This is an optimization exercise on Yosys and OpenROAD, whose aim is small area, a short achievable clock period and few clock cycles per item, not a production implementation.
RTL that was checked went through simulation tests only; none was proved equivalent to the original.
The RTL of runs 7 and 8 was laid out without a check of its function.
Power is estimated from default activity; no workload was simulated.

==> flow/design.v <==
package blend_pkg;
	typedef logic [8-1:0] channel_t;
	typedef struct packed
	{
		channel_t r;
		channel_t g;
		channel_t b;
	} rgb_t;
	typedef logic [12-1:0] pixel_addr_t;
	typedef struct packed
	{
		pixel_addr_t addr;   
		rgb_t rgb;           
		channel_t alpha;     
		logic last;          
	} src_entry_t;
	typedef struct packed
	{
		pixel_addr_t addr;   
		rgb_t rgb;           
		logic last;          
	} res_entry_t;
endpackage
module alpha_blend_csa
#(
	parameter int W = 16
)
(
	input logic [W-1:0] x,
	input logic [W-1:0] y,
	input logic [W-1:0] z,
	output logic [W-1:0] s,
	output logic [W-1:0] c
);
	logic [W-1:0] m;
	assign s = x ^ y ^ z;
	assign m = (x & y) | (x & z) | (y & z);
	assign c = {m[W-2:0], 1'b0};
endmodule
module alpha_blend_sum
(
	input logic [7:0] s,
	input logic [7:0] d,
	input logic [7:0] a,
	output logic [15:0] n0,
	output logic [15:0] n1
);
	logic [15:0] r [8];
	logic [15:0] l1s0, l1c0, l1s1, l1c1;
	logic [15:0] l2s0, l2c0, l2s1, l2c1;
	logic [15:0] l3s, l3c;
	always_comb
		for (int k = 0; k < 8; k++)
			r[k] = 16'(a[k] ? s : d) << k;
	alpha_blend_csa c10 (.x(r[0]), .y(r[1]), .z(r[2]), .s(l1s0), .c(l1c0));
	alpha_blend_csa c11 (.x(r[3]), .y(r[4]), .z(r[5]), .s(l1s1), .c(l1c1));
	alpha_blend_csa c20 (.x(l1s0), .y(l1c0), .z(l1s1), .s(l2s0), .c(l2c0));
	alpha_blend_csa c21 (.x(l1c1), .y(r[6]), .z(r[7]), .s(l2s1), .c(l2c1));
	alpha_blend_csa c30 (.x(l2s0), .y(l2c0), .z(l2s1), .s(l3s), .c(l3c));
	alpha_blend_csa c40 (.x(l3s), .y(l3c), .z(l2c1), .s(n0), .c(n1));
endmodule
module alpha_blend_div
(
	input logic [15:0] n0,
	input logic [15:0] n1,
	output logic [7:0] q
);
	logic [23:0] x0, x1, x2, x3;
	logic [23:0] as0, ac0, bs0, bc0;
	logic [23:0] t;
	assign x0 = {n0, 8'd0};
	assign x1 = {n1, 8'd0};
	assign x2 = {8'd0, n0};
	assign x3 = {8'd0, n1} + 24'd257;
	alpha_blend_csa #(.W(24)) ca (.x(x0), .y(x1), .z(x2), .s(as0), .c(ac0));
	alpha_blend_csa #(.W(24)) cb (.x(as0), .y(ac0), .z(x3), .s(bs0), .c(bc0));
	assign t = bs0 + bc0;
	assign q = t[23:16];
endmodule
module alpha_compositor
(
	input logic clk,
	input logic reset,
	input logic src_valid,
	output logic src_ready,
	input blend_pkg::pixel_addr_t src_addr,
	input blend_pkg::channel_t src_r,
	input blend_pkg::channel_t src_g,
	input blend_pkg::channel_t src_b,
	input blend_pkg::channel_t src_a,
	input logic src_last,
	output logic wb_cyc,
	output logic wb_stb,
	output logic wb_we,
	output blend_pkg::pixel_addr_t wb_adr,
	output blend_pkg::rgb_t wb_dat_w,
	input blend_pkg::rgb_t wb_dat_r,
	input logic wb_ack,
	output logic frame_done
);
	logic busy;
	logic wlast;        
	logic bv;
	logic [23:0] b_s;
	logic [7:0] b_a;
	logic [23:0] b_d;
	logic [11:0] b_addr;
	logic b_last;
	logic [2:0] k1;     
	logic [2:0] s1t;
	logic [15:0] s1n0;
	logic [15:0] s1n1;
	logic rdy;          
	logic hz;           
	logic rd_ack;
	logic wr_ack;
	logic free;
	logic wb_free;
	logic pv;
	logic b_done;
	logic issue_r;
	logic issue_w;
	logic load_b;
	logic s1v;
	logic s1_take;
	logic s1_load;
	logic [7:0] ch_s;
	logic [7:0] ch_d;
	logic [15:0] ch_n0;
	logic [15:0] ch_n1;
	logic [7:0] ch_q;
	assign wb_cyc = busy;
	assign wb_stb = busy;
	assign src_ready = rdy;
	assign rd_ack = busy && !wb_we && wb_ack;
	assign wr_ack = busy && wb_we && wb_ack;
	assign free = !busy || wr_ack;
	assign wb_free = !(busy && wb_we) || wb_ack;
	assign pv = src_valid && !rdy;
	assign b_done = bv && (k1 == 3'd0);
	assign issue_r = free && pv;
	assign issue_w = (rd_ack && bv) || (free && !pv && b_done);
	assign load_b = rd_ack && !hz;
	assign s1v = (s1t != 3'd0);
	assign s1_take = s1v && wb_free;
	assign s1_load = (k1 != 3'd0) && (!s1v || s1_take);
	assign ch_s = b_s[23:16];
	assign ch_d = b_d[23:16];
	alpha_blend_sum sum_u (.s(ch_s), .d(ch_d), .a(b_a), .n0(ch_n0), .n1(ch_n1));
	alpha_blend_div div_u (.n0(s1n0), .n1(s1n1), .q(ch_q));
	always_ff @(posedge clk)
	begin
		if (!reset)
		begin
			busy <= 1'b0;
			bv <= 1'b0;
			k1 <= 3'd0;
			s1t <= 3'd0;
			rdy <= 1'b0;
			hz <= 1'b0;
			frame_done <= 1'b0;
		end
		else
		begin
			frame_done <= wr_ack && wlast;
			rdy <= load_b;
			hz <= bv && (src_addr == b_addr);
			if (issue_r || issue_w)
				busy <= 1'b1;
			else if (wb_ack)
				busy <= 1'b0;
			if (load_b)
				bv <= 1'b1;
			else if (issue_w)
				bv <= 1'b0;
			if (load_b)
				k1 <= 3'b001;
			else if (s1_load)
				k1 <= {k1[1:0], 1'b0};
			if (s1_load)
				s1t <= k1;
			else if (s1_take)
				s1t <= 3'd0;
		end
	end
	always_ff @(posedge clk)
	begin
		if (issue_r)
		begin
			wb_we <= 1'b0;
			wb_adr <= src_addr;
		end
		else if (issue_w)
		begin
			wb_we <= 1'b1;
			wb_adr <= b_addr;
			wlast <= b_last;
		end
		if (rd_ack)
			b_d <= wb_dat_r;
		else if (s1_load)
			b_d <= {b_d[15:0], 8'd0};
		if (load_b)
		begin
			b_s <= {src_r, src_g, src_b};
			b_a <= src_a;
			b_addr <= src_addr;
			b_last <= src_last;
		end
		else if (s1_load)
			b_s <= {b_s[15:0], 8'd0};
		if (s1_load)
		begin
			s1n0 <= ch_n0;
			s1n1 <= ch_n1;
		end
		if (s1_take && s1t[0])
			wb_dat_w[23:16] <= ch_q;
		if (s1_take && s1t[1])
			wb_dat_w[15:8] <= ch_q;
		if (s1_take && s1t[2])
			wb_dat_w[7:0] <= ch_q;
	end
endmodule
==> flow/flow/run.sh <==
#!/bin/bash
# Standard layout, with the port buffers the standard flow's flow inserts made from
# the smallest plain buffer; repair still resizes any that timing needs.
set -euo pipefail
export BUFFER_PORTS_ARGS="-buffer_cell sky130_fd_sc_hd__buf_1"
bash standard.sh > standard_flow.log 2>&1
==> flow/standard.sh <==
#!/bin/bash
# synth_recipe.tcl (not shown) runs the flow's synth.tcl, then flattens the netlist and writes it again
# the make line also repeats each setting of config.mk as NAME=value (left out here)
make -C /OpenROAD-flow-scripts/flow DESIGN_CONFIG=/design/flow/config.mk WORK_HOME=/design/flow/orfs CLKGATE_MAP_FILE= SYNTH_SCRIPT=/design/flow/synth_recipe.tcl "${@:-finish}"
==> flow/config.mk <==
export PLATFORM = sky130hd
export DESIGN_NAME = alpha_compositor
export DESIGN_NICKNAME = alpha_compositor
export VERILOG_FILES = /design/flow/design.v
export SDC_FILE = /design/flow/constraint.sdc
export NUM_CORES = 4
export LEC_CHECK = 0
export CAP_MARGIN = 20
export CORE_MARGIN = 2
export CORE_UTILIZATION = 40
export CTS_BUF_LIST = sky130_fd_sc_hd__clkbuf_4 sky130_fd_sc_hd__clkbuf_8
export SETUP_SLACK_MARGIN = 5
export SLEW_MARGIN = 20
export TNS_END_PERCENT = 0
==> flow/constraint.sdc <==
create_clock -name core_clock -period 8.0 [get_ports {clk}]
set_input_delay 1.6000 -clock core_clock [delete_from_list [all_inputs] [get_ports {clk}]]
set_output_delay 1.6000 -clock core_clock [all_outputs]
set_load 0.01 [all_outputs]
==> reports/qor.txt, run 1 <==
Power Dens Cells - 247.1 nW/um^2
post-route DRC violation count - 0
NumNets Final - 926
Tot Pwr - 2.443 mW
Hold EP - wlast$_DFFE_PP_
GR Overflow Total - 0
worst hold stages - 0
largest net degree at the start of global routing - 48
sequential area share after synthesis - 0.5001
Max clock buf depth - 2
ANT cells - 0
Max Slew Vio Count - 0
FF-to-FF End - s1n0[7]$_DFFE_PP_
Final period util - 0.3953
CP Capture Type - flip-flop
Final GP Congestion - 0.8769
Hold Crit Start - b_last$_DFFE_PP_
Core Rows - 53
Total Routed Length - 16.13 mm
initial antenna violation count - 0
dpl cells - 976
Distinct cells, synth - 44
maximum vdd drop - 119.9 uV
CTS tree - built
Syn Inst Count - 602
global-route wire length before repair - 26.67 mm
Final setup violation count - 0
Buffers on Ports - 113
kind of critical path - reg -> reg
layout cells sized above 1 - 0.2202
CP peak stage delay - 0.49 ns
Synth area leaders - edfxtp_1, fa_1, mux2_2, ha_1, mux2i_1
Syn-to-layout area delta - 17.61%
max frequency - 0.3162 GHz
worst flop-to-flop path startpoint - b_a[5]$_DFFE_PP_
cells along the critical path - buf_6 > buf_4 > mux2_2 > fa_1 > inv_1 > fa_1 > inv_1 > fa_2 > fa_1
clock skew - 0.01865 ns
Final ANT Viol Nets - 0
Worst path depth - 9
relative slew slack - 0.3857
most common flop cell mapped by yosys - edfxtp_1
die height - 149.0 um
Crit path buffers/inverters - 4
Die W - 149.0 um
Req. time, crit path - 8.18 ns
outcome - no timing/DRC/antenna violations
Final TNS setup - 0 ns
critical-path maximum fanout - 4
# hold bufs at CTS - 0
Pre-Repair DR Iteration Count - 4
Reg2Reg Setup Slack - 4.84 ns
top cell type's share of synthesized area - 0.4716
crit start category - flip-flop
vias per cell - 4.880
vias in the first global route - 5420
slowest stage cell, crit path - fa_1
Core Region - 20820 um^2
Tmin final - 3.163 ns
Synth Net Count - 778
WL/cell - 15.54 um
fin cells - 1038
Clock Latency Late Sink - 0.45 ns
full die area - 22190 um^2
CP startpoint - b_a[5]$_DFFE_PP_
Synth async-reset ratio - 0
Final Hold Violating Endpoints - 0
Worst path most repeated cell - fa_1
worst reg2reg path depth - 9
Starting Density - 0.4037
area of the mapped netlist - 8406 um^2
maxcap violations - 0
Post-synth EDFFs - 132
global-route total usage across every layer - 0.1541
RSZ-0062 raised after global routing - yes
synthesized area per cell - 13.96 um^2
post-detail-place hpwl - 12.01 mm
Yosys reg bits - 144
Root Buffer - clkbuf_8
post-synth top area cell - edfxtp_1
Crit path arrival time - 3.35 ns
CP top delay family - adder cells
total number of vias - 5065
worst hold-check path type - reg -> reg
Synth Warn # - 4
# IOs - 114
Slew @ Worst Pin - 0.9204 ns
clk slew on worst S/H paths - 0.09 ns
CTS Buf Count - 17
H-tree levels - 4
Static Leak - 3.807 nW
DRT iter0 DRCs - 207
Sink Count - 144
==> sequential cells by signal, indices dropped and copies added, names as in the netlist, 3 cells and up <==
signal and count:
b_a 8, k1 3, s1n0 15, s1t 3
b_s 24, b_d 24, s1n1 11, wb_dat_w 24
wb_adr 12, b_addr 12
==> area by class of cell <==
| type | instances | area, um^2 |
|---|---|---|
| Fill cell | 1887 | 10940 |
| Clock inverter | 13 | 127.6 |
| Sequential cell | 144 | 4204 |
| Timing Repair Buffer | 145 | 668.1 |
| Inverter | 58 | 219.0 |
| Tap cell | 275 | 344.1 |
| Multi-Input combinational cell | 384 | 4074 |
| Clock buffer | 19 | 249.0 |
==> per-stage QoR <==
step / instance area, um^2 / setup WS (ns) / hold WS, ns / util
3_3_place_gp: 9124 / 4.439 / 0.4001 / 0.4382
4_1_cts: 9836 / 4.832 / 0.4203 / 0.4724
6_report: 9886 / 4.837 / 0.4224 / 0.4748
2_1_floorplan: 8413 / 4.803 / 0.4003 / -
5_1_grt: 9886 / 4.714 / 0.4482 / 0.4748
3_5_place_dp: 9124 / 4.361 / 0.4075 / 0.4382
==> worst register-to-register path: cells and delay by family (launching register included) <==
family	cells	cell delay [ns]
flops	1	0.42
mux	1	0.27
buf+inv	4	0.39
fa+ha+maj	4	1.81
==> worst max-delay path by stage <==
stage	end	slack (ns)
finish	s1n0[7]$_DFFE_PP_	4.84
global route	wb_dat_w[14]$_DFFE_PP_	4.71
CTS	wb_dat_w[6]$_DFFE_PP_	4.83
detailed placement	b_s[1]$_SDFFCE_PN0P_	4.36
global placement	b_s[0]$_SDFFCE_PN0P_	4.44
floorplan	s1n0[7]$_DFFE_PP_	4.80
==> repair_timing <==
| action | 4_1_cts | 5_1_grt |
|---|---|---|
| setup endpoints to repair | 76 | 81 |
| pin swaps | 22 | 15 |
| setup buffers | 28 | 2 |
| gates resized for setup | 24 | 8 |
==> cells in the mapped netlist (4+ instances only) <==
master,count
inv_1,57
nand2_1,24
nor2_1,9
nand4_1,6
a21boi_0,4
edfxtp_1,132
fa_1,48
nor3_1,4
ha_1,55
and2_1,23
a21oi_1,19
xnor2_1,22
mux2i_1,35
nand3_1,13
nand2b_1,4
mux2_2,73
clkbuf_1,11
dfxtp_1,12
xor2_1,6
o21ai_0,11
==> kinds of logic (layout without fill, tap and decap cells) <==
logic type               count (synthesis)  after routing  synth area share
XOR/XNOR                                28             28           0.02917
flip-flops                             144            144            0.5001
AND/OR/NAND/NOR                         96             96           0.06133
adder cells (fa/ha/maj)                103            103            0.1962
multiplexers                           108            108            0.1395
AO/OA/AOI/OAI                           49             49           0.03915
buffers and inverters                   74            235           0.03453
==> layer usage <==
layer	GRT usage	up-vias	share of wire
li1	-	2456	-
met1	0.1922	2448	0.44
met2	0.2588	134	0.49
met3	0.03456	27	0.045
met4	0.06571	0	0.024
met5	0	-	0
==> placed cells by master (no fill, tap or decap), types with 4 or more instances in the layout <==
master,instances
nor2_1,6
xor2_1,6
ha_1,50
clkbuf_8,17
ha_4,4
o21ai_0,9
mux2_4,4
buf_1,113
buf_4,31
nand4_1,6
a21boi_0,4
fa_1,46
inv_1,57
xnor2_1,19
a21oi_1,17
nand3_1,10
nand2_1,23
mux2_2,69
dfxtp_1,12
edfxtp_1,132
and2_1,22
nand2b_1,4
mux2i_1,35
==> power breakdown <==
part	switching, mW	internal, mW	leakage [nW]	total [mW]
combinational	0.485	0.399	2.30	0.883
sequential	0.0420	0.966	1.32	1.01
clock	0.293	0.258	0.187	0.552
total	0.820	1.62	3.81	2.44
Testbench counts, summed over its fixed seeds: cycles 34,519, pixels 5,905.
==> run 2, diff against run 1 <==
--- a/flow/config.mk
+++ b/flow/config.mk
@@ -5,6 +5,7 @@
 export SDC_FILE = /design/flow/constraint.sdc
 export NUM_CORES = 4
 export LEC_CHECK = 0
+export ABC_AREA = 1
 export CAP_MARGIN = 20
 export CORE_MARGIN = 2
 export CORE_UTILIZATION = 40
==> run 2 against run 1 <==
Net effect:
- combinational power increased by 82%
- largest cell class is now multi-input gates
- critical path type unchanged
- sequential power rose by 8%
- flip-flop and latch count did not move
==> reports/qor.txt, run 2 <==
outcome - no timing/DRC/antenna violations
Final setup violation count - 0
Buffers on Ports - 113
vias per cell - 4.675
Final TNS setup - 0 ns
CTS tree - built
Worst path most repeated cell - fa_1
ANT cells - 0
Sink Count - 144
Clock Latency Late Sink - 0.45 ns
post-detail-place hpwl - 14.44 mm
Die W - 153.4 um
Comb power frac - 0.495
Util after Layout - 0.4785
Post-synth EDFFs - 132
relative slew slack - 0.4605
H-tree levels - 4
initial antenna violation count - 0
DRT iter0 DRCs - 324
commonest cells in the netlist - nand2_1, inv_1, edfxtp_1
Yosys reg bits - 144
maxcap violations - 0
GRT Max-Usage Layer - met2
sw frac - 0.4226
CP Capture Type - flip-flop
sequential area share after synthesis - 0.4709
Synth async-reset ratio - 0
Syn Inst Count - 973
total number of vias - 6634
Distinct cells, synth - 32
largest net degree at the start of global routing - 31
Final Hold Violating Endpoints - 0
cells along the critical path - nand2_1 > o21ai_1 > fa_1 > fa_1 > inv_1 > fa_1 > fa_1
global-route total usage across every layer - 0.1719
Syn-to-layout area delta - 17.32%
Synth Net Count - 1149
GR Overflow Total - 0
Synth area leaders - edfxtp_1, nand2_1, fa_1, ha_1, inv_1
Power Dens Cells - 311.7 nW/um^2
Synth Warn # - 4
Total Routed Length - 19.77 mm
Max Slew Vio Count - 0
Crit path arrival time - 3.24 ns
full die area - 23530 um^2
clk slew on worst S/H paths - 0.09 ns
die height - 153.4 um
crit start category - flip-flop
CP top delay family - adder cells
Req. time, crit path - 8.18 ns
register area - 4204 um^2
met3 global-route usage - 0.03686
worst hold-check path type - reg -> reg
Clock power frac - 0.171
clock skew - 0.01568 ns
critical-path maximum fanout - 7
P_sw - 1.380 mW
global-route wire length before repair - 32.00 mm
most frequent cells in the layout - nand2_1, inv_1, edfxtp_1
layout cells sized above 1 - 0.1027
Static Leak - 4.722 nW
CTS Buf Count - 17
max frequency - 0.3265 GHz
synthesized area per cell - 9.176 um^2
slowest stage cell, crit path - fa_1
P_int - 1.885 mW
biggest regs - b_d (24), b_s (24), wb_dat_w (24)
Reg power frac - 0.334
kind of critical path - reg -> reg
Max clock buf depth - 2
footprint of the multi-input gates - 4234 um^2
top cell type's share of synthesized area - 0.4439
maximum vdd drop - 135.8 uV
met2 Track Usage GR - 0.3046
WL/cell - 13.93 um
Tot Pwr - 3.265 mW
GR Layer Usage met1 - 0.2017
Final period util - 0.3829
post-synth top area cell - edfxtp_1
CP peak stage delay - 0.54 ns
post-route DRC violation count - 0
most common flop cell mapped by yosys - edfxtp_1
commonest non-fill, non-tap cell in the layout - nand2_1
# IOs - 114
vias in the first global route - 6761
NumNets Final - 1302
Core Rows - 54
Fillers - 2119
RSZ-0062 raised after global routing - yes
Slew @ Worst Pin - 0.8083 ns
Core Region - 21890 um^2
Root Buffer - clkbuf_8
Final ANT Viol Nets - 0
Tmin final - 3.063 ns
Crit path buffers/inverters - 1
most common cell in the synthesized netlist - nand2_1
area of the mapped netlist - 8929 um^2
Starting Density - 0.4079
Final GP Congestion - 0.8870
Pre-Repair DR Iteration Count - 5
## run 2: cell count changes in the layout (fill, tap and decap cells not counted), sizes merged, moves of 4 or more
cell    previous run  this run
nand2             24       333
inv               62       171
mux2              73         0
o21ai             11        74
nor2               9        66
mux2i             35         0
and2              23         0
xnor2             22         6
nand3             14        22
a21boi             4         0
nand2b             4         0
## run 2: area by class of cell
| cell class | instances | area share |
|---|---|---|
| timing repair buffer | 148 | 0.06570 |
| multi-input combinational | 649 | 0.4042 |
| sequential | 144 | 0.4013 |
| clock buffer | 18 | 0.02305 |
| tap | 280 | 0.03344 |
| inverter | 166 | 0.05996 |
| clock inverter | 14 | 0.01230 |
## run 2: what timing repair did
| item | in CTS | in global routing |
|---|---|---|
| pin swaps | 6 | 13 |
| endpoints found under the setup margin | 128 | 84 |
| endpoints found under the hold margin | 0 | 0 |
| setup buffers | 29 | 6 |
| gates resized for setup | 16 | 36 |
| hold buffers | 0 | 0 |
| gates cloned | 2 | 1 |
## run 2: worst paths after layout
path              slack [ns]  cells past startpoint              from                end
hold reg to reg         0.43                      0  b_last$_DFFE_PP_    wlast$_DFFE_PP_
setup reg to reg        4.94                      7  b_a[0]$_DFFE_PP_  s1n0[7]$_DFFE_PP_
hold / removal          0.43                      0  b_last$_DFFE_PP_    wlast$_DFFE_PP_
setup / recovery        4.94                      7  b_a[0]$_DFFE_PP_  s1n0[7]$_DFFE_PP_
## run 2: logic make-up (layout without fill, tap and decap cells)
logic type	Yosys count	count (layout)	synth area share
simple gates	430	433	0.1942
compound gates	98	98	0.05647
fa+ha+maj	103	103	0.1847
flops	144	144	0.4709
buf+inv	183	346	0.07904
xor+xnor	15	15	0.01471
## run 2: metrics by stage
stage / setup slack, ns / cells / hold slack, ns / area [um^2]
floorplan: 4.937 / 973 / 0.4003 / 9016
finish: 4.937 / 1419 / 0.4296 / 10480
global route: 4.809 / 1419 / 0.4380 / 10480
global placement: 3.679 / 1349 / 0.4068 / 9668
detailed placement: 3.671 / 1349 / 0.4107 / 9668
CTS: 4.928 / 1412 / 0.4346 / 10300
## run 2: worst register-to-register path, stage by stage (launching register included)
cell and delay (ns):
edfxtp_1 0.53, nand2_1 0.11, o21ai_1 0.09, fa_1 0.53, fa_1 0.54, inv_1 0.05
fa_1 0.52, fa_1 0.41
## run 2: power by group through the flow
| stage | Clock, mW | Combinational, mW | Sequential, mW |
|---|---|---|---|
| 4_1_cts | 0.571 | 1.49 | 1.09 |
| 5_1_grt | 0.598 | 1.89 | 1.10 |
| 3_3_place_gp | 0 | 1.41 | 1.11 |
| 3_5_place_dp | 0 | 1.43 | 1.12 |
| 2_1_floorplan | 0 | 1.08 | 1.09 |
| 6_report | 0.559 | 1.61 | 1.09 |
## run 2: per-layer routing
layer	routed length [um]	part of all wire	vias up
met3	899	0.045	43
met1	8370	0.42	2997
met4	731	0.037	0
met5	0	0	-
li1	-	-	3414
met2	9765	0.49	180
==> run 3, diff against run 2 <==
==> flow/config.mk (replaced) <==
export PLATFORM = sky130hd
export DESIGN_NAME = alpha_compositor
export DESIGN_NICKNAME = alpha_compositor
export VERILOG_FILES = /design/flow/design.v
export SDC_FILE = /design/flow/constraint.sdc
export NUM_CORES = 4
export LEC_CHECK = 0
export CAP_MARGIN = 20
export CORE_MARGIN = 2
export CORE_UTILIZATION = 40
export SETUP_SLACK_MARGIN = 5
export SLEW_MARGIN = 20
export TNS_END_PERCENT = 0
==> run 3 against run 2 <==
Net effect:
- critical path type unchanged
- global-route usage fell by 1.6 points
- critical endpoint is now wb_dat_w[6]$_DFFE_PP_
- synthesized cell count fell by 38%
- clock power rose by 35%
- die area fell by 5.7%
- power fell by 19%
- final area fell by 3.7%
- sequential share of layout area rose by 1.6 points
- core utilization rose by 0.57 points
- sequential power fell by 7%
- hold slack barely moved
==> reports/qor.txt, run 3 <==
outcome - no timing/DRC/antenna violations
Total Routed Length - 16.19 mm
Starting Density - 0.4037
Final Hold Violating Endpoints - 0
clk slew on worst S/H paths - 0.06 ns
Buffers on Ports - 113
die height - 149.0 um
post-route DRC violation count - 0
commonest cells in the netlist - edfxtp_1, mux2_2, inv_1
Tmin final - 3.235 ns
Syn-to-layout area delta - 19.96%
Synth area leaders - edfxtp_1, fa_1, mux2_2, ha_1, mux2i_1
worst hold-check path type - reg -> reg
Max Slew Vio Count - 0
largest net degree at the start of global routing - 48
top cell type's share of synthesized area - 0.4716
critical-path maximum fanout - 4
Clock Latency Late Sink - 0.42 ns
WL/cell - 15.58 um
ANT cells - 0
Final ANT Viol Nets - 0
layout cells sized above 1 - 0.2173
Yosys reg bits - 144
global-route wire length before repair - 26.90 mm
Final GP Congestion - 0.8769
kind of critical path - reg -> reg
vias per cell - 4.849
GRT Max-Usage Layer - met2
sequential area share after synthesis - 0.5001
post-synth top area cell - edfxtp_1
sw frac - 0.3204
P_sw - 0.8489 mW
Req. time, crit path - 8.14 ns
H-tree levels - 4
GR Overflow Total - 0
Final TNS setup - 0 ns
Sink Count - 144
met2 Track Usage GR - 0.2620
most common cell in the synthesized netlist - edfxtp_1
Core Region - 20820 um^2
Static Leak - 3.888 nW
Crit path arrival time - 3.38 ns
most common flop cell mapped by yosys - edfxtp_1
max frequency - 0.3091 GHz
vias in the first global route - 5431
fin cells - 1039
Tot Pwr - 2.649 mW
Distinct cells, synth - 44
NumNets Final - 927
Synth async-reset ratio - 0
dpl cells - 976
Final setup violation count - 0
Core Rows - 53
# hold bufs at CTS - 0
RSZ-0062 raised after global routing - yes
Post-synth EDFFs - 132
initial antenna violation count - 0
post-detail-place hpwl - 12.01 mm
# IOs - 114
Pre-Repair DR Iteration Count - 4
Die W - 149.0 um
global-route total usage across every layer - 0.1554
met3 global-route usage - 0.03517
Reg power frac - 0.381
Max clock buf depth - 2
Clock power frac - 0.284
Synth Warn # - 4
GR Layer Usage met1 - 0.1951
Root Buffer - clkbuf_16
Slew @ Worst Pin - 0.9238 ns
CP Capture Type - flip-flop
relative slew slack - 0.3835
Syn Inst Count - 602
crit start category - flip-flop
biggest regs - b_d (24), b_s (24), wb_dat_w (24)
synthesized area per cell - 13.96 um^2
area of the mapped netlist - 8406 um^2
commonest non-fill, non-tap cell in the layout - edfxtp_1
DRT iter0 DRCs - 212
maxcap violations - 0
clock skew - 0.01579 ns
Power Dens Cells - 262.7 nW/um^2
CTS Buf Count - 17
Fillers - 1867
total number of vias - 5038
most frequent cells in the layout - edfxtp_1, buf_1, mux2_2
Comb power frac - 0.335
maximum vdd drop - 143.8 uV
full die area - 22190 um^2
P_int - 1.800 mW
Synth Net Count - 778
Final period util - 0.4044
CTS tree - built
-- run 3: metal layers --
layer | wire, um | part of all wire
met1 | 7242 | 0.45
met2 | 7834 | 0.48
met3 | 752 | 0.046
met4 | 359 | 0.022
met5 | 0 | 0
-- run 3: final timing paths --
check / from / endpoint / slack [ns] / cells after the start
worst min-delay path: b_last$_DFFE_PP_ / wlast$_DFFE_PP_ / 0.43 / 0
worst max register to register: s1n0[5]$_DFFE_PP_ / wb_dat_w[6]$_DFFE_PP_ / 4.77 / 9
worst min register to register: b_last$_DFFE_PP_ / wlast$_DFFE_PP_ / 0.43 / 0
worst max-delay path: s1n0[5]$_DFFE_PP_ / wb_dat_w[6]$_DFFE_PP_ / 4.77 / 9
-- run 3: timing repair --
action,CTS,global route
buffers inserted,30,1
setup endpoints to repair,93,90
pin swaps,16,8
gates resized for setup,21,11
hold endpoints to repair,0,0
-- run 3: area by class of cell --
cell class,count,area (um^2),area share
Sequential cell,144,4204,0.4169
Timing Repair Buffer,146,679.4,0.06738
Multi-Input combinational cell,384,4076,0.4043
Inverter,58,219.0,0.02171
Tap cell,275,344.1,0.03412
Clock inverter,13,127.6,0.01266
Clock buffer,19,432.9,0.04293
-- run 3: through the flow --
step                      utilization  hold slack [ns]  setup WS (ns)  cell area (um^2)
after floorplan                     -           0.4003          4.803              8413
after global placement         0.4382           0.4001          4.439              9124
after detailed placement       0.4382           0.4075          4.361              9124
after CTS                      0.4813           0.4303          4.811             10020
after global routing           0.4843           0.4469          4.659             10080
final                          0.4843           0.4292          4.765             10080
-- run 3: critical path, cell delays in order (launching register included) --
cell and delay [ns]:
edfxtp_1 0.44, fa_1 0.53, fa_1 0.61, ha_4 0.24, a211oi_4 0.23, nor2_2 0.08
o41ai_4 0.23, nand3_2 0.18, a221oi_2 0.30, xnor2_1 0.14
-- run 3: kinds of logic (layout without fill, tap and decap cells) --
logic type / after synthesis / count (layout) / synth area share
muxes: 108 / 108 / 0.1395
adders and majority gates: 103 / 103 / 0.1962
buffers and inverters: 74 / 236 / 0.03453
and+or+nand+nor: 96 / 96 / 0.06133
xor gates and xnor gates: 28 / 28 / 0.02917
DFF: 144 / 144 / 0.5001
AOI/OAI and AO/OA: 49 / 49 / 0.03915
-- run 3: power groups by stage --
stage | sequential [mW] | combinational, mW | clock [mW]
finish | 1.01 | 0.887 | 0.752
global route | 1.02 | 1.02 | 0.804
CTS | 1.01 | 0.865 | 0.769
detailed placement | 1.03 | 0.788 | 0
global placement | 1.03 | 0.761 | 0
floorplan | 1.01 | 0.597 | 0
==> run 4, diff against run 3 <==
--- a/flow/config.mk
+++ b/flow/config.mk
@@ -10,4 +10,3 @@
 export CORE_UTILIZATION = 40
 export SETUP_SLACK_MARGIN = 5
 export SLEW_MARGIN = 20
-export TNS_END_PERCENT = 0
==> run 4 against run 3 <==
Net effect:
- global-route usage is 0.49 points higher
- critical path depth is 2 lower
- worst setup slack better by 0.052 ns
- sequential share of layout area is 1.2 points lower
- core utilization is 1.4 points higher
- via count is 2.0% higher
- critical endpoint is now s1n0[7]$_DFFE_PP_
- largest cell class is now multi-input gates
- non-clock buffer count is 2 higher
- synthesized cell count stayed put
==> reports/qor.txt, run 4 <==
post-synthesis mux area share - 0.1395
commonest cells in the netlist - edfxtp_1, mux2_2, inv_1
dpl cells - 975
Pre-Repair DR Iteration Count - 4
critical-path maximum fanout - 5
maxcap violations - 0
Final GP Congestion - 0.8573
Static Leak - 3.958 nW
Slew @ Worst Pin - 0.7854 ns
Final TNS setup - 0 ns
total number of vias - 5137
maximum vdd drop - 157.8 uV
most frequent cells in the layout - edfxtp_1, buf_1, mux2_2
Post-Synth Simple-Gate Area - 0.06133
ANT cells - 0
vias in the first global route - 5531
synthesized area per cell - 13.96 um^2
Yosys reg bits - 144
post-route DRC violation count - 0
final setup margin - 4.817 ns
RSZ-0062 raised after global routing - yes
Tmin final - 3.183 ns
Core Rows - 53
Die W - 149.0 um
sequential area share after synthesis - 0.5001
Clock Latency Late Sink - 0.41 ns
Crit path arrival time - 3.33 ns
Power Dens Cells - 267.3 nW/um^2
register area - 4204 um^2
max frequency - 0.3142 GHz
Final period util - 0.3979
die height - 149.0 um
Max clock buf depth - 2
Syn-to-layout area delta - 23.44%
Reg2Reg Setup Slack - 4.82 ns
clock skew - 0.01011 ns
NumNets Final - 930
Post-synth EDFFs - 132
Synth area leaders - edfxtp_1, fa_1, mux2_2, ha_1, mux2i_1
Final Hold Violating Endpoints - 0
adder-cell share of the synthesized area - 0.1962
CP Capture Type - flip-flop
top cell type's share of synthesized area - 0.4716
Req. time, crit path - 8.15 ns
Core Region - 20820 um^2
worst hold stages - 0
area share of xor/xnor cells in the synthesized design - 0.02918
post-detail-place hpwl - 12.07 mm
clk slew on worst S/H paths - 0.06 ns
biggest regs - b_d (24), b_s (24), wb_dat_w (24)
CTS Buf Count - 17
worst reg2reg path depth - 7
Final ANT Viol Nets - 0
largest net degree at the start of global routing - 48
full die area - 22190 um^2
GR Overflow Total - 0
worst flop-to-flop path startpoint - b_a[5]$_DFFE_PP_
Final Instance Area - 10380 um^2
initial antenna violation count - 0
area of the mapped netlist - 8406 um^2
Synth async-reset ratio - 0
layout cells sized above 1 - 0.2715
relative slew slack - 0.4764
most common flop cell mapped by yosys - edfxtp_1
# IOs - 114
Final setup violation count - 0
Starting Density - 0.4037
Fillers - 1852
Root Buffer - clkbuf_16
global-route wire length before repair - 27.77 mm
outcome - no timing/DRC/antenna violations
vias per cell - 4.935
Total Routed Length - 16.74 mm
placed inst area - 9173 um^2
Hold EP - wlast$_DFFE_PP_
DRT iter0 DRCs - 254
worst hold-check path type - reg -> reg
post-synth top area cell - edfxtp_1
crit start category - flip-flop
Max Slew Vio Count - 0
Synth Warn # - 4
FF-to-FF End - s1n0[7]$_DFFE_PP_
Syn Inst Count - 602
Util after Layout - 0.4983
Hold Crit Start - b_last$_DFFE_PP_
WL/cell - 16.08 um
Buffers on Ports - 113
Distinct cells, synth - 44
fin cells - 1041
Synth Area in Compound Gates - 0.03915
most common cell in the synthesized netlist - edfxtp_1
Synth Net Count - 778
kind of critical path - reg -> reg
H-tree levels - 4
CTS tree - built
Place WS - 4.474 ns
footprint of the multi-input gates - 4345 um^2
global-route total usage across every layer - 0.1602
commonest non-fill, non-tap cell in the layout - edfxtp_1
main combinational cell family by area after synthesis - adder cells
Sink Count - 144
[run 4: logic make-up (layout without fill, tap and decap cells)]
logic type	Yosys count	after routing
buffers and inverters	74	238
AOI/OAI and AO/OA	49	49
and+or+nand+nor	96	96
DFF	144	144
adders and majority gates	103	103
xor gates and xnor gates	28	28
muxes	108	108
[run 4: timing repair]
action,4_1_cts,5_1_grt
gates cloned,1,0
hold buffers,0,0
setup endpoints to repair,89,111
pin swaps,22,23
resized for setup,29,47
setup buffers,25,9
[run 4: power breakdown]
part           switching [mW]  internal (mW)
Sequential             0.0454          0.967
Combinational           0.558          0.482
Clock                   0.320          0.401
[run 4: metrics by stage]
stage | power (mW) | hold WS [ns]
2_1_floorplan | 1.624 | 0.4003
3_3_place_gp | 1.808 | 0.4024
3_5_place_dp | 1.834 | 0.4119
4_1_cts | 2.646 | 0.4263
5_1_grt | 2.984 | 0.4487
6_report | 2.774 | 0.4214
[run 4: cell type report]
class,count,share of cell area
Timing Repair inverter,1,0.0007235
Timing Repair Buffer,148,0.06885
Clock inverter,13,0.01013
Tap cell,275,0.03316
Sequential cell,144,0.4052
Clock buffer,18,0.04136
Inverter,58,0.02183
Multi-Input combinational cell,384,0.4188
[run 4: worst max-delay path, stage by stage (launching register included)]
cell and delay [ns]:
edfxtp_1 0.52, mux2_4 0.36, fa_1 0.54, inv_1 0.05
fa_1 0.48, inv_1 0.06, fa_1 0.49, fa_1 0.42
[run 4: how the worst max path moves through the flow]
stage | endpoint | slack [ns] | start
3_3_place_gp | b_s[17]$_DFFE_PP_ | 4.52 | wb_ack
2_1_floorplan | s1n0[8]$_DFFE_PP_ | 4.95 | b_a[5]$_DFFE_PP_
6_report | s1n0[7]$_DFFE_PP_ | 4.82 | b_a[5]$_DFFE_PP_
5_1_grt | wb_dat_w[10]$_DFFE_PP_ | 4.70 | s1n1[8]$_DFFE_PP_
3_5_place_dp | b_s[12]$_DFFE_PP_ | 4.47 | wb_ack
4_1_cts | wb_dat_w[14]$_DFFE_PP_ | 4.81 | s1n1[5]$_DFFE_PP_
[run 4: routing by layer]
metal  up-vias  routed length (um)  track usage
met5         -                   0            0
met2       142                8284       0.2654
met1      2498                7298       0.1994
met3        30                 791      0.04098
met4         0                 363      0.06905
li1       2467                   -            -
==> run 5, diff against run 4 <==
--- a/flow/config.mk
+++ b/flow/config.mk
@@ -7,6 +7,9 @@
 export LEC_CHECK = 0
 export CAP_MARGIN = 20
 export CORE_MARGIN = 2
-export CORE_UTILIZATION = 40
+export CORE_UTILIZATION = 65
+export CTS_BUF_LIST = sky130_fd_sc_hd__clkbuf_4 sky130_fd_sc_hd__clkbuf_8
+export PLACE_DENSITY = 0.75
 export SETUP_SLACK_MARGIN = 5
 export SLEW_MARGIN = 20
+export TNS_END_PERCENT = 0
==> run 5 against run 4 <==
Net effect:
- hold slack improved by 0.0013 ns
- critical path depth grew 6
- combinational power decreased by 15%
- power decreased by 11%
- critical path type unchanged
- synthesized cell count stayed put
- area after synthesis unchanged
- largest cell class is now flip-flops and latches
- clock power fell by 19%
- largest power group is now registers
- non-clock buffer count decreased by 12
- clock skew rose by 0.0060 ns
- core utilization increased by 27 points
- routed wire length fell by 6.4%
==> reports/qor.txt, run 5 <==
outcome - no timing/DRC/antenna violations
Buffers on Ports - 113
post-synth top area cell - edfxtp_1
Pre-Repair DR Iteration Count - 5
Crit path arrival time - 3.37 ns
Final ANT Viol Nets - 0
# IOs - 114
Total Routed Length - 15.66 mm
H-tree levels - 4
GR Overflow Total - 0
maxcap violations - 0
Fillers - 808
Sink Count - 144
fin cells - 925
final setup margin - 4.803 ns
Core Region - 12620 um^2
largest net degree at the start of global routing - 48
Final period util - 0.3997
Reg2Reg Setup Slack - 4.80 ns
Syn Inst Count - 602
most common cell in the synthesized netlist - edfxtp_1
crit start category - flip-flop
Hold Slack - 0.4227 ns
Post-synth EDFFs - 132
dpl cells - 872
top cell type's share of synthesized area - 0.4716
Max clock buf depth - 2
Synth area leaders - edfxtp_1, fa_1, mux2_2, ha_1, mux2i_1
post-route DRC violation count - 0
Clock Latency Late Sink - 0.45 ns
WL/cell - 16.93 um
worst hold-check path type - reg -> reg
Power Dens Cells - 255.3 nW/um^2
Max Slew Vio Count - 0
Syn-to-layout area delta - 15.39%
Synth Net Count - 778
Synth async-reset ratio - 0
commonest cells in the netlist - edfxtp_1, mux2_2, inv_1
NumNets Final - 917
Final setup violation count - 0
Static Leak - 3.762 nW
layout cells sized above 1 - 0.2058
Yosys reg bits - 144
clock skew - 0.01612 ns
full die area - 13860 um^2
Core Rows - 41
synthesized area per cell - 13.96 um^2
Req. time, crit path - 8.18 ns
Root Buffer - clkbuf_8
vias in the first global route - 5423
Die W - 117.7 um
Final Hold Violating Endpoints - 0
area of the mapped netlist - 8406 um^2
RSZ-0062 raised after global routing - yes
post-detail-place hpwl - 11.35 mm
Place WS - 4.429 ns
relative slew slack - 0.3390
Tmin final - 3.197 ns
placed inst area - 8987 um^2
Slew @ Worst Pin - 0.9905 ns
kind of critical path - reg -> reg
maximum vdd drop - 143.8 uV
most frequent cells in the layout - edfxtp_1, buf_1, mux2_2
global-route wire length before repair - 25.96 mm
die height - 117.7 um
most common flop cell mapped by yosys - edfxtp_1
sequential area share after synthesis - 0.5001
critical-path maximum fanout - 5
global-route total usage across every layer - 0.2382
clk slew on worst S/H paths - 0.07 ns
commonest non-fill, non-tap cell in the layout - edfxtp_1
CP Capture Type - flip-flop
vias per cell - 5.579
DRT iter0 DRCs - 273
CTS tree - built
Starting Density - 0.6661
Synth Warn # - 4
max frequency - 0.3128 GHz
ANT cells - 0
Final Instance Area - 9699 um^2
Tot Pwr - 2.476 mW
CTS Buf Count - 17
biggest regs - b_d (24), b_s (24), wb_dat_w (24)
Final TNS setup - 0 ns
Final GP Congestion - 0.9859
initial antenna violation count - 0
total number of vias - 5161
Distinct cells, synth - 44
Util after Layout - 0.7686
## run 5: cell count changes in the layout (fill, tap and decap cells not counted), sizes merged
cell,change
bufinv,+3
inv,-2
buf,-12
clkinvlp,-2
## run 5: final timing paths
path | end | startpoint | depth (start not counted)
setup / recovery | wb_dat_w[14]$_DFFE_PP_ | s1n1[8]$_DFFE_PP_ | 13
hold / removal | wlast$_DFFE_PP_ | b_last$_DFFE_PP_ | 0
setup reg to reg | wb_dat_w[14]$_DFFE_PP_ | s1n1[8]$_DFFE_PP_ | 13
hold reg to reg | wlast$_DFFE_PP_ | b_last$_DFFE_PP_ | 0
## run 5: logic make-up (layout without fill, tap and decap cells)
logic type | after synthesis | after routing | synth area share
compound gates | 49 | 49 | 0.03915
xor+xnor | 28 | 28 | 0.02917
fa+ha+maj | 103 | 103 | 0.1962
buf+inv | 74 | 225 | 0.03453
flops | 144 | 144 | 0.5001
mux | 108 | 108 | 0.1395
simple gates | 96 | 96 | 0.06133
## run 5: final cells by class
cell class | count | area, um^2 | share of cell area
clock inverters | 13 | 161.4 | 0.01664
flip-flops and latches | 144 | 4204 | 0.4334
repair buffers | 136 | 596.8 | 0.06153
inverters | 58 | 219.0 | 0.02257
multi-input cells | 384 | 4061 | 0.4187
well taps | 172 | 215.2 | 0.02219
clock buffers | 18 | 241.5 | 0.02490
## run 5: what timing repair did
action,in CTS,in global routing
endpoints found under the setup margin,76,104
setup buffers,20,2
hold buffers,0,0
resized for setup,19,8
pin swaps,19,9
## run 5: layer usage
metal  vias up  share of wire  track usage
met5         -              0            0
met4         0          0.027       0.1077
met3        40          0.049      0.04748
met2       183           0.51       0.3975
met1      2499           0.42       0.3028
li1       2439              -            -
## run 5: report_power, final
group | internal [mW] | switching, mW
Combinational | 0.389 | 0.492
Sequential | 0.967 | 0.0445
Clock | 0.311 | 0.273
Total | 1.67 | 0.809
## run 5: critical path: stages (launching register included)
cell	delay (ns)
edfxtp_1	0.46
ha_2	0.25
nand3_4	0.09
nor2_4	0.04
xnor2_1	0.15
fa_1	0.55
inv_1	0.07
ha_4	0.26
o21ai_1	0.14
nor2_1	0.11
o41ai_4	0.23
nand3_2	0.17
a221oi_2	0.29
xnor2_1	0.14
==> run 6, diff against run 5 <==
==> flow/run.sh (new file) <==
#!/bin/bash
# synth_recipe.tcl (not shown) runs the flow's synth.tcl, then flattens the netlist and writes it again
# the make line also repeats each setting of config.mk as NAME=value (left out here)
make -C /OpenROAD-flow-scripts/flow DESIGN_CONFIG=/design/flow/config.mk WORK_HOME=/design/flow/orfs CLKGATE_MAP_FILE= SYNTH_SCRIPT=/design/flow/synth_recipe.tcl finish
==> flow/config.mk (replaced) <==
export PLATFORM = sky130hd
export DESIGN_NAME = alpha_compositor
export DESIGN_NICKNAME = alpha_compositor
export VERILOG_FILES = /design/flow/design.v
export SDC_FILE = /design/flow/constraint.sdc
export NUM_CORES = 4
export LEC_CHECK = 0
export CAP_MARGIN = 20
export CORE_MARGIN = 2
export CORE_UTILIZATION = 40
export SETUP_SLACK_MARGIN = 5
export SLEW_MARGIN = 20
removed: flow/flow/run.sh
removed: flow/standard.sh
==> run 6 against run 5 <==
Net effect:
- critical path type unchanged
- final cell count grew 14%
- still clean
- critical endpoint is now wb_dat_w[22]$_DFFE_PP_
- clock skew shrank 0.0066 ns
- clock power is 32% higher
- critical path depth fell by 4
==> reports/qor.txt, run 6 <==
outcome - no timing/DRC/antenna violations
final setup margin - 4.817 ns
NumNets Final - 944
RSZ-0062 raised after global routing - yes
global-route wire length before repair - 28.35 mm
Clock power frac - 0.269
Syn-to-layout area delta - 34.01%
total number of vias - 5160
H-tree levels - 4
critical-path maximum fanout - 4
fin cells - 1056
CP startpoint - s1n0[13]$_DFFE_PP_
GR Overflow Total - 0
Req. time, crit path - 8.16 ns
clk slew on worst S/H paths - 0.06 ns
Synth area leaders - edfxtp_1, fa_1, mux2_2, ha_1, mux2i_1
register area - 4209 um^2
vias in the first global route - 5734
Power Dens Cells - 254.8 nW/um^2
max frequency - 0.3142 GHz
Critical Path End - wb_dat_w[22]$_DFFE_PP_
Tot Pwr - 2.870 mW
most common flop cell mapped by yosys - edfxtp_1
Yosys reg bits - 144
# IOs - 114
placed inst area - 9879 um^2
area of the mapped netlist - 8406 um^2
relative slew slack - 0.5847
commonest cells in the netlist - edfxtp_1, mux2_2, inv_1
ANT cells - 0
full die area - 22190 um^2
CTS tree - built
Final TNS setup - 0 ns
top cell type's share of synthesized area - 0.4716
Final Hold Violating Endpoints - 0
maximum vdd drop - 166.6 uV
Max clock buf depth - 2
layout cells sized above 1 - 0.2907
initial antenna violation count - 0
Reg power frac - 0.352
Sink Count - 144
Max Slew Vio Count - 0
Core Region - 20820 um^2
synthesized area per cell - 13.96 um^2
Comb power frac - 0.379
worst flop-to-flop path startpoint - s1n0[13]$_DFFE_PP_
largest net degree at the start of global routing - 25
Pre-Repair DR Iteration Count - 6
sequential area share after synthesis - 0.5001
post-detail-place hpwl - 12.53 mm
Slew @ Worst Pin - 0.6215 ns
Synth async-reset ratio - 0
biggest regs - b_d (24), b_s (24), wb_dat_w (24)
footprint of the multi-input gates - 4349 um^2
Reg2Reg Setup Slack - 4.82 ns
post-route DRC violation count - 0
maxcap violations - 0
Final GP Congestion - 0.8391
Synth Net Count - 778
P_int - 1.953 mW
kind of critical path - reg -> reg
Final Instance Area - 11260 um^2
Place WS - 4.092 ns
most common cell in the synthesized netlist - edfxtp_1
sw frac - 0.3197
Distinct cells, synth - 44
commonest non-fill, non-tap cell in the layout - edfxtp_1
CP Capture Type - flip-flop
Buffers on Ports - 113
Synth Warn # - 4
post-synth top area cell - edfxtp_1
Crit path arrival time - 3.34 ns
Fillers - 1750
Root Buffer - clkbuf_16
vias per cell - 4.886
crit start category - flip-flop
Hold Crit Start - b_last$_DFFE_PP_
worst reg2reg path depth - 9
Static Leak - 4.380 nW
Die W - 149.0 um
Post-synth EDFFs - 132
Final ANT Viol Nets - 0
Core Rows - 53
WL/cell - 16.55 um
worst hold-check path type - reg -> reg
Starting Density - 0.4037
FF-to-FF End - wb_dat_w[22]$_DFFE_PP_
P_sw - 0.9177 mW
Final setup violation count - 0
CTS Buf Count - 17
Total Routed Length - 17.47 mm
Final period util - 0.3978
Tmin final - 3.183 ns
Syn Inst Count - 602
dpl cells - 975
most frequent cells in the layout - edfxtp_1, clkdlybuf4s50_1, mux2_2
die height - 149.0 um
global-route total usage across every layer - 0.1643
Clock Latency Late Sink - 0.42 ns
clock skew - 0.009517 ns
Hold Slack - 0.4237 ns
DRT iter0 DRCs - 203
Util after Layout - 0.5410
[run 6: kinds of logic (layout without fill, tap and decap cells)]
kind of cell,after synthesis,in the layout,share of synthesized area
AND/OR/NAND/NOR,96,96,0.06133
AO/OA/AOI/OAI,49,49,0.03915
multiplexers,108,108,0.1395
buffers and inverters,74,253,0.03453
adder cells (fa/ha/maj),103,103,0.1962
XOR/XNOR,28,28,0.02917
flip-flops,144,144,0.5001
[run 6: final cells by class]
type,count,area share
clock buffer,20,0.03876
clock inverter,12,0.01188
inverter,58,0.02199
multi-input combinational,384,0.3861
sequential,144,0.3737
tap,275,0.03055
timing repair buffer,161,0.1350
timing repair inverter,2,0.002110
[run 6: what timing repair did]
item / CTS / global route
pin swaps: 17 / 33
setup endpoints to repair: 209 / 107
buffers inserted: 40 / 7
gates resized for setup: 42 / 54
endpoints found under the hold margin: 0 / 0
hold buffers: 0 / 0
gates cloned: 2 / 0
[run 6: worst min path at each step]
stage                      end  slack [ns]  cells after the start
4_1_cts        wlast$_DFFE_PP_        0.42                      0
3_3_place_gp   wlast$_DFFE_PP_        0.40                      0
6_report       wlast$_DFFE_PP_        0.42                      0
2_1_floorplan  wlast$_DFFE_PP_        0.40                      0
5_1_grt        wlast$_DFFE_PP_        0.44                      0
3_5_place_dp   wlast$_DFFE_PP_        0.42                      0
[run 6: power by group through the flow]
stage / combinational (mW) / clock (mW) / sequential [mW]
global placement: 0.817 / 0 / 1.03
finish: 1.09 / 0.771 / 1.01
detailed placement: 0.839 / 0 / 1.03
CTS: 0.948 / 0.787 / 1.01
floorplan: 0.611 / 0 / 1.01
global route: 1.22 / 0.819 / 1.02
[run 6: worst max-delay path, cell delays in order (launching register included)]
cell and delay, ns:
edfxtp_1 0.43, fa_1 0.57, fa_1 0.46, ha_4 0.28, a211oi_2 0.23, nor2_2 0.09
o41ai_4 0.23, nand3_2 0.19, a221oi_4 0.31, xnor2_2 0.12
[run 6: metal layers]
layer,global-route usage,vias up,share of wire
met5,0,-,0
met4,0.06286,0,0.024
met3,0.03333,32,0.037
met2,0.2889,140,0.52
met1,0.1990,2500,0.42
li1,-,2488,-
==> run 7, diff against run 6 <==
--- a/flow/design.v
+++ b/flow/design.v
@@ -144,8 +144,8 @@
 	assign s1v = (s1t != 3'd0);
 	assign s1_take = s1v && wb_free;
 	assign s1_load = (k1 != 3'd0) && (!s1v || s1_take);
-	assign ch_s = b_s[23:16];
-	assign ch_d = b_d[23:16];
+	assign ch_s = ({8{k1[0]}} & b_s[23:16]) | ({8{k1[1]}} & b_s[15:8]) | ({8{k1[2]}} & b_s[7:0]);
+	assign ch_d = ({8{k1[0]}} & b_d[23:16]) | ({8{k1[1]}} & b_d[15:8]) | ({8{k1[2]}} & b_d[7:0]);
 	alpha_blend_sum sum_u (.s(ch_s), .d(ch_d), .a(b_a), .n0(ch_n0), .n1(ch_n1));
 	alpha_blend_div div_u (.n0(s1n0), .n1(s1n1), .q(ch_q));
 	always_ff @(posedge clk)
@@ -198,8 +198,6 @@
 		end
 		if (rd_ack)
 			b_d <= wb_dat_r;
-		else if (s1_load)
-			b_d <= {b_d[15:0], 8'd0};
 		if (load_b)
 		begin
 			b_s <= {src_r, src_g, src_b};
@@ -207,8 +205,6 @@
 			b_addr <= src_addr;
 			b_last <= src_last;
 		end
-		else if (s1_load)
-			b_s <= {b_s[15:0], 8'd0};
 		if (s1_load)
 		begin
 			s1n0 <= ch_n0;
--- a/flow/config.mk
+++ b/flow/config.mk
@@ -8,5 +8,5 @@
 export CAP_MARGIN = 20
 export CORE_MARGIN = 2
 export CORE_UTILIZATION = 40
-export SETUP_SLACK_MARGIN = 5
+export SETUP_SLACK_MARGIN = 4.6
 export SLEW_MARGIN = 20
==> run 7 against run 6 <==
Net effect:
- clock skew decreased by 0.0018 ns
- non-clock buffer count increased by 11
- combinational power decreased by 44%
- area after synthesis decreased by 4.4%
- hold slack improved by 0.013 ns
- fmax decreased by 7.6%
- final cell count increased by 4.3%
- die area decreased by 4.3%
- via count increased by 9.4%
- core utilization increased by 0.87 points
- highest routed layer unchanged
==> reports/qor.txt, run 7 <==
commonest non-fill, non-tap cell in the layout - edfxtp_1
area share of xor/xnor cells in the synthesized design - 0.02616
relative slew slack - 0.5160
Total Routed Length - 18.11 mm
Post-synth EDFFs - 132
commonest cells in the netlist - edfxtp_1, inv_1, nand2_1
CP Capture Type - flip-flop
worst hold-check path type - reg -> reg
Static Leak - 4.133 nW
WL/cell - 16.45 um
Final setup violation count - 0
ANT cells - 0
outcome - no timing/DRC/antenna violations
most common flop cell mapped by yosys - edfxtp_1
Core Rows - 51
Sink Count - 144
Util after Layout - 0.5497
Slew @ Worst Pin - 0.7260 ns
Tot Pwr - 2.278 mW
Synth Warn # - 4
Final Hold Violating Endpoints - 0
area of the mapped netlist - 8036 um^2
P_sw - 0.6542 mW
layout cells sized above 1 - 0.1938
post-route DRC violation count - 0
DRT iter0 DRCs - 399
RSZ-0062 raised after global routing - yes
global-route total usage across every layer - 0.1670
# hold bufs at CTS - 0
total number of vias - 5645
H-tree levels - 4
vias per cell - 5.127
die height - 145.7 um
clock skew - 0.007677 ns
Fillers - 1600
CTS Buf Count - 17
maximum vdd drop - 164.1 uV
Final period util - 0.4308
vias in the first global route - 5596
NumNets Final - 1000
Synth Net Count - 830
top cell type's share of synthesized area - 0.4932
GR Overflow Total - 0
Core Region - 19590 um^2
global-route wire length before repair - 27.99 mm
final setup margin - 4.554 ns
sequential area share after synthesis - 0.5231
Max Slew Vio Count - 0
Synth async-reset ratio - 0
post-synth top area cell - edfxtp_1
Reg power frac - 0.411
CTS tree - built
Distinct cells, synth - 47
Post-Synth Simple-Gate Area - 0.08407
max frequency - 0.2902 GHz
Starting Density - 0.4102
Clock Latency Late Sink - 0.42 ns
Req. time, crit path - 8.16 ns
Final TNS setup - 0 ns
synthesized area per cell - 12.29 um^2
Power Dens Cells - 211.5 nW/um^2
Crit path arrival time - 3.60 ns
most common cell in the synthesized netlist - edfxtp_1
Syn Inst Count - 654
fin cells - 1101
Tmin final - 3.446 ns
Place WS - 3.916 ns
Buffers on Ports - 113
Synth Area in Compound Gates - 0.1024
Yosys reg bits - 144
sw frac - 0.2872
Root Buffer - clkbuf_16
full die area - 21240 um^2
Die W - 145.7 um
crit start category - flip-flop
Synth area leaders - edfxtp_1, fa_1, ha_1, a21oi_1, inv_1
biggest regs - b_d (24), b_s (24), wb_dat_w (24)
Max clock buf depth - 2
adder-cell share of the synthesized area - 0.2052
# IOs - 114
dpl cells - 1013
Final ANT Viol Nets - 0
main combinational cell family by area after synthesis - adder cells
critical-path maximum fanout - 7
Syn-to-layout area delta - 33.99%
Clock power frac - 0.320
Final GP Congestion - 0.8717
P_int - 1.623 mW
maxcap violations - 0
post-detail-place hpwl - 12.96 mm
post-synthesis mux area share - 0.01681
most frequent cells in the layout - edfxtp_1, clkdlybuf4s50_1, inv_1, buf_4
Pre-Repair DR Iteration Count - 6
initial antenna violation count - 0
Comb power frac - 0.269
clk slew on worst S/H paths - 0.06 ns
largest net degree at the start of global routing - 50
kind of critical path - reg -> reg
==> run 7: cell families (layout without fill, tap and decap cells) <==
kind of cell / count (synthesis) / count (layout)
xor+xnor: 24 / 24
flops: 144 / 144
mux: 12 / 12
compound gates: 131 / 131
buf+inv: 87 / 269
fa+ha+maj: 103 / 103
simple gates: 153 / 153
==> run 7: worst paths after layout <==
check	from	endpoint	slack, ns	cells past startpoint
max	k1[0]$_SDFFE_PN0P_	s1n0[7]$_DFFE_PP_	4.55	10
min	b_last$_DFFE_PP_	wlast$_DFFE_PP_	0.44	0
min reg2reg	b_last$_DFFE_PP_	wlast$_DFFE_PP_	0.44	0
max reg2reg	k1[0]$_SDFFE_PN0P_	s1n0[7]$_DFFE_PP_	4.55	10
==> run 7: per-stage QoR <==
stage | hold slack [ns] | cell area [um^2]
floorplan | 0.4003 | 8073
global placement | 0.4193 | 9454
detailed placement | 0.4244 | 9459
CTS | 0.4436 | 10380
global route | 0.4435 | 10770
finish | 0.4363 | 10770
==> run 7: worst max-delay path, stage by stage (launching register included) <==
cell	delay (ns)
dfxtp_4	0.39
buf_8	0.15
a222oi_1	0.39
buf_4	0.19
nand2_1	0.06
o21ai_2	0.11
fa_1	0.48
fa_2	0.49
fa_1	0.40
inv_1	0.09
fa_2	0.43
==> run 7: power groups by stage <==
| stage | clock network (mW) | logic (mW) | registers, mW |
|---|---|---|---|
| after floorplan | 0 | 0.360 | 0.943 |
| after global placement | 0 | 0.500 | 0.953 |
| after detailed placement | 0 | 0.519 | 0.953 |
| after CTS | 0.745 | 0.576 | 0.936 |
| after global routing | 0.777 | 0.691 | 0.941 |
| final | 0.728 | 0.612 | 0.937 |
==> run 7: cell type report <==
cell class	instances	area (um^2)	area share
clock buffer	18	429.2	0.03986
clock inverter	13	115.1	0.01069
sequential	144	4215	0.3915
tap	265	331.6	0.03079
timing repair buffer	172	1613	0.1498
multi-input combinational	423	3816	0.3544
inverter	66	247.7	0.02301
==> run 7: timing repair <==
action | 4_1_cts | 5_1_grt
endpoints found under the setup margin | 29 | 32
setup buffers | 31 | 26
gates resized for setup | 33 | 43
pin swaps | 23 | 44
==> run 7: per-layer routing <==
| layer | GRT usage | part of all wire | wire length (um) |
|---|---|---|---|
| met1 | 0.2045 | 0.41 | 7503 |
| met5 | 0 | 0 | 0 |
| met4 | 0.05931 | 0.022 | 391 |
| met2 | 0.2892 | 0.51 | 9246 |
| met3 | 0.03918 | 0.053 | 965 |
==> run 8, diff against run 7 <==
--- a/flow/config.mk
+++ b/flow/config.mk
@@ -8,5 +8,4 @@
 export CAP_MARGIN = 20
 export CORE_MARGIN = 2
 export CORE_UTILIZATION = 40
-export SETUP_SLACK_MARGIN = 4.6
 export SLEW_MARGIN = 20
==> run 8 against run 7 <==
Net effect:
- still clean
- register-to-register slack got worse by 0.77 ns
- flip-flop and latch count unchanged
- first-iteration DRC count is 14% lower
- clock skew rose by 0.0040 ns
- power down 2.2%
- die area unchanged
- sequential share of layout area up 2.7 points
- combinational power down 17%
- fmax decreased by 18%
- critical path depth shrank 2
- worst setup slack got worse by 0.77 ns
- critical endpoint is now s1n0[8]$_DFFE_PP_
- highest routed layer unchanged
==> reports/qor.txt, run 8 <==
outcome - no timing/DRC/antenna violations
full die area - 21240 um^2
CTS Buf Count - 17
Final Hold Violating Endpoints - 0
Slew @ Worst Pin - 1.068 ns
layout cells sized above 1 - 0.05605
commonest cells in the netlist - edfxtp_1, inv_1, nand2_1
Synth area leaders - edfxtp_1, fa_1, ha_1, a21oi_1, inv_1
WL/cell - 15.77 um
most common cell in the synthesized netlist - edfxtp_1
Core Rows - 51
Crit path arrival time - 4.36 ns
Final GP Congestion - 0.8647
Tmin final - 4.215 ns
# IOs - 114
kind of critical path - reg -> reg
critical-path maximum fanout - 20
most frequent cells in the layout - edfxtp_1, clkdlybuf4s50_1, inv_1
CP top delay family - adder cells
maxcap violations - 0
commonest non-fill, non-tap cell in the layout - edfxtp_1
CTS resizes - 0
relative slew slack - 0.2878
worst hold-check path type - reg -> reg
Top Metal Used - met4
Final TNS setup - 0 ns
CP Capture Type - flip-flop
Sink Count - 144
Starting Density - 0.4102
Static Leak - 3.888 nW
Yosys reg bits - 144
synthesized area per cell - 12.29 um^2
area of the mapped netlist - 8036 um^2
Power Dens Cells - 221.5 nW/um^2
initial antenna violation count - 0
Total Routed Length - 16.56 mm
CP peak stage delay - 1.04 ns
maximum vdd drop - 152.4 uV
main combinational cell family by area after synthesis - adder cells
Max clock buf depth - 2
slowest stage cell, crit path - a222oi_1
global-route total usage across every layer - 0.1584
cells along the critical path - a222oi_1 > a21oi_1 > fa_1 > inv_1 > fa_1 > fa_1 > inv_1 > fa_1
Post-Route M1 WL - 7.325 mm
Die W - 145.7 um
Clock Latency Late Sink - 0.41 ns
Buffers on Ports - 113
die height - 145.7 um
adder-cell share of the synthesized area - 0.2052
Distinct cells, synth - 47
Synth async-reset ratio - 0
Pre-Repair DR Iteration Count - 5
ANT cells - 0
clk slew on worst S/H paths - 0.06 ns
post-route DRC violation count - 0
clock skew - 0.01172 ns
postcts setup bufs - 0
total number of vias - 5226
biggest regs - b_d (24), b_s (24), wb_dat_w (24)
Tot Pwr - 2.228 mW
vias per cell - 4.977
Synth Net Count - 830
dpl cells - 1015
Final setup violation count - 0
RSZ-0062 raised after global routing - no
Worst path most repeated cell - fa_1
vias in the first global route - 5410
fin cells - 1050
met2 wire length - 8.351 mm
max frequency - 0.2373 GHz
DRT iter0 DRCs - 342
Root Buffer - clkbuf_16
Syn-to-layout area delta - 25.14%
post-synth top area cell - edfxtp_1
Max Slew Vio Count - 0
Crit path buffers/inverters - 2
met3 WL - 687 um
Post-synth EDFFs - 132
top cell type's share of synthesized area - 0.4932
Synth Area in Compound Gates - 0.1024
crit start category - flip-flop
Final period util - 0.5268
H-tree levels - 4
most common flop cell mapped by yosys - edfxtp_1
# hold bufs at CTS - 0
global-route wire length before repair - 26.95 mm
Synth Warn # - 4
area share of xor/xnor cells in the synthesized design - 0.02616
GR Overflow Total - 0
largest net degree at the start of global routing - 50
Final ANT Viol Nets - 0
Core Region - 19590 um^2
sequential area share after synthesis - 0.5231
CTS tree - built
Syn Inst Count - 654
NumNets Final - 948
Req. time, crit path - 8.14 ns
post-detail-place hpwl - 12.97 mm
post-synthesis mux area share - 0.01681
Post-Synth Simple-Gate Area - 0.08407
==> run 8: cell type report <==
| cell class | count | area (um^2) |
|---|---|---|
| Fill cell | 1725 | 9533 |
| Sequential cell | 144 | 4204 |
| Multi-Input combinational cell | 423 | 3508 |
| Timing Repair Buffer | 120 | 1176 |
| Clock buffer | 22 | 464.2 |
| Tap cell | 265 | 331.6 |
| Inverter | 66 | 247.7 |
| Clock inverter | 10 | 125.1 |
==> run 8: metal layers <==
| metal | vias up | track usage |
|---|---|---|
| met3 | 13 | 0.03072 |
| met4 | 0 | 0.05196 |
| li1 | 2567 | - |
| met2 | 155 | 0.2724 |
| met1 | 2491 | 0.2016 |
| met5 | - | 0 |
==> run 8: through the flow <==
stage	hold WS [ns]	util	cell area [um^2]	setup WS (ns)
finish	0.4314	0.5134	10060	3.785
global route	0.4688	0.5134	10060	3.575
CTS	0.4333	0.5124	10040	3.779
detailed placement	0.4177	0.4823	9448	3.779
global placement	0.4118	0.4823	9448	3.921
floorplan	0.4003	-	8036	2.575
==> run 8: power breakdown <==
part	switching, mW	leakage (nW)	total [mW]	internal (mW)
Combinational	0.282	2.30	0.511	0.229
Sequential	0.0288	1.31	0.937	0.908
Clock	0.300	0.286	0.780	0.480
==> run 8: worst paths after layout <==
kind / from / end / cells after the start / slack [ns]
min: b_last$_DFFE_PP_ / wlast$_DFFE_PP_ / 0 / 0.43
min reg2reg: b_last$_DFFE_PP_ / wlast$_DFFE_PP_ / 0 / 0.43
max: k1[0]$_SDFFE_PN0P_ / s1n0[8]$_DFFE_PP_ / 8 / 3.79
max reg2reg: k1[0]$_SDFFE_PN0P_ / s1n0[8]$_DFFE_PP_ / 8 / 3.79
==> run 8: cells by family after synthesis <==
kind of cell	count (synthesis)
fa+ha+maj	103
flops	144
simple gates	153
xor+xnor	24
compound gates	131
buf+inv	87
mux	12

[afterwards: timing with drivers on the ports]
The results above use ideal ports. As a check the final layouts listed here were re-extracted and re-timed, cells and wires unchanged. Step 1 assumes that a clkbuf_16 drives the clock port and a buf_2 every other input. Step 2, shift: input delay + t, output delay - t, t = (earliest + latest rising clock arrival at the registers) / 2. This alone moves slack from input paths to output paths. Slacks: ideal ports / drivers / drivers and shift; pairs: ideal ports / drivers.
| run | shift t [ns] | setup slack, ns | worst setup path after step 2 | pins driven straight from the clock port |
|---|---|---|---|---|
| run 1 | 0.488 | 4.837 / 4.837 / 4.447 | input to register | 1 |
| run 2 | 0.476 | 4.937 / 4.937 / 4.662 | input to register | 1 |
| run 3 | 0.459 | 4.765 / 4.765 / 4.458 | input to register | 1 |
| run 4 | 0.455 | 4.817 / 4.817 / 4.685 | input to register | 1 |
| run 5 | 0.474 | 4.803 / 4.803 / 4.422 | input to register | 1 |
| run 6 | 0.463 | 4.817 / 4.817 / 4.667 | input to register | 1 |
| run 7 | 0.460 | 4.554 / 4.554 / 4.458 | input to register | 1 |
| run 8 | 0.446 | 3.785 / 3.785 / 3.785 | register to register | 1 |
After both steps every run listed still meets setup and hold. For run 1, which loses most, drivers alone change the setup slack by 0.000 ns; drivers and shift together by -0.390 ns.
